Context: an optimization exercise on an open-source flow, tuned for small area. The choices shown serve that exercise and are no tape-out recipe. Only simulation tests tie the RTL to the original design; equivalence was not proved.

Setup of run A:
Design register_file_sb, start of the top module:
module register_file_sb #(
    parameter  int DATA_WIDTH   = 32,
    parameter  int NUM_REGISTER = 32,
    parameter  int NUM_READ     = 2,
    localparam int AW           = $clog2(NUM_REGISTER)
) (
    input  logic                           clk_i,
    input  logic                           rst_n_i,
    input  logic                           we_i,
    input  logic [AW-1:0]                  rd_addr_i,
    input  logic [DATA_WIDTH-1:0]          rd_i,
    input  logic                           issue_i,
    input  logic [AW-1:0]                  issue_addr_i,
    input  logic                           flush_i,
    input  logic [NUM_READ*AW-1:0]         rs_addr_i,
    output logic [NUM_READ*DATA_WIDTH-1:0] rs_data_o,
    output logic [NUM_READ-1:0]            hazard_o,
    output logic [AW:0]                    busy_cnt_o
);
For scale: about 3700 cells after synthesis, ~130 I/O pins, roughly 44000 µm² of cells after synthesis.
Settings: LEC_CHECK=0, CAP_MARGIN=10, CORE_MARGIN=2, CORE_UTILIZATION=50, SLEW_MARGIN=10, SYNTH_HIERARCHICAL=1; clock period 7.0 ns.
standard.sh (not shown) runs the stock make flow with config.mk's settings and CLKGATE_MAP_FILE= SYNTH_SCRIPT=/design/flow/synth_recipe.tcl, a recipe that flattens the netlist after the stock synthesis.
==> flow/flow/run.sh <==
#!/bin/bash
# Own layout flow: the standard synthesis unchanged, then the standard ORFS
# steps with two settings changed:
#   - every port still gets a buffer, but a plain sky130_fd_sc_hd__buf_1 rather
#     than the clock-delay cell that buffer_ports picks by default (repair may
#     resize it later);
#   - clock tree synthesis uses one clock buffer type, larger sink clusters and
#     no dummy loads.
# Each step's full output goes to its own log file in this folder (ORFS also
# keeps its per-step logs under orfs/logs/).
set -euo pipefail
bash standard.sh synth > synth.log 2>&1
bash standard.sh \
  "BUFFER_PORTS_ARGS=-buffer_cell sky130_fd_sc_hd__buf_1" \
  "CTS_ARGS=-sink_clustering_enable -repair_clock_nets -dont_use_dummy_load -buf_list sky130_fd_sc_hd__clkbuf_16 -sink_clustering_size 28 -sink_clustering_max_diameter 100" \
  finish > layout.log 2>&1
Inputs modified between run A and run B:
--- a/flow/flow/run.sh
+++ b/flow/flow/run.sh
@@ -14,3 +14,3 @@
   "BUFFER_PORTS_ARGS=-buffer_cell sky130_fd_sc_hd__buf_1" \
-  "CTS_ARGS=-sink_clustering_enable -repair_clock_nets -dont_use_dummy_load -buf_list sky130_fd_sc_hd__clkbuf_16 -sink_clustering_size 28 -sink_clustering_max_diameter 100" \
+  "CTS_ARGS=-sink_clustering_enable -repair_clock_nets -dont_use_dummy_load -buf_list sky130_fd_sc_hd__clkbuf_16 -sink_clustering_size 24 -sink_clustering_max_diameter 80" \
   finish > layout.log 2>&1
--- a/flow/config.mk
+++ b/flow/config.mk
@@ -7,6 +7,6 @@
 export LEC_CHECK = 0
-export CAP_MARGIN = 10
+export CAP_MARGIN = 20
 export CORE_MARGIN = 2
 export CORE_UTILIZATION = 50
-export SLEW_MARGIN = 10
+export SLEW_MARGIN = 20
 export SYNTH_HIERARCHICAL = 1
[summary]
Changes observed in run B relative to run A: layout overhead on the synthesized area rose by 0.46 points; wire length neither gained nor lost much; number of clock sinks barely changed. Initial antenna violation count in run B vs run A: down 2. Cmp run B vs run A: share of final layout cell area taken by clock buffers and inverters higher in run B.
diff inputs: run B => run C
--- a/flow/flow/run.sh
+++ b/flow/flow/run.sh
@@ -14,3 +14,3 @@
   "BUFFER_PORTS_ARGS=-buffer_cell sky130_fd_sc_hd__buf_1" \
-  "CTS_ARGS=-sink_clustering_enable -repair_clock_nets -dont_use_dummy_load -buf_list sky130_fd_sc_hd__clkbuf_16 -sink_clustering_size 24 -sink_clustering_max_diameter 80" \
+  "CTS_ARGS=-sink_clustering_enable -repair_clock_nets -dont_use_dummy_load -buf_list sky130_fd_sc_hd__clkbuf_8 -sink_clustering_size 16 -sink_clustering_max_diameter 60" \
   finish > layout.log 2>&1
## What came out
Run B -> run C: distinct cell type count of the synthesized netlist flat. Changes observed in run C relative to run B: first-pass detailed-route iteration total saw an increase, register-to-register slack lost 60 ps, final design instance area without fill level.

-- static timing again, ports no longer ideal --
The results above use ideal ports. As a check the final layouts listed here were re-extracted and re-timed, cells and wires unchanged. Step 1: set_driving_cell puts a clkbuf_16 on clk_i and a buf_2 on each other input, an assumption about the parent block. Step 2, shift: input delay + t, output delay - t, t = (earliest + latest rising clock arrival at the registers) / 2. This alone moves slack from input paths to output paths. Three values: ideal ports, drivers, drivers and shift; two values: the first two.
run	shift t [ns]	setup WS [ns]	cell pins on the clock port's net
run A	0.703	0.439 / 0.316 / 0.316	1
run B	0.736	0.397 / 0.353 / 0.353	1
run C	0.789	0.480 / 0.419 / 0.419	1
After both steps every run listed still meets setup and hold. For run A, which loses most, drivers alone change the setup slack by -0.123 ns; drivers and shift together by -0.123 ns.
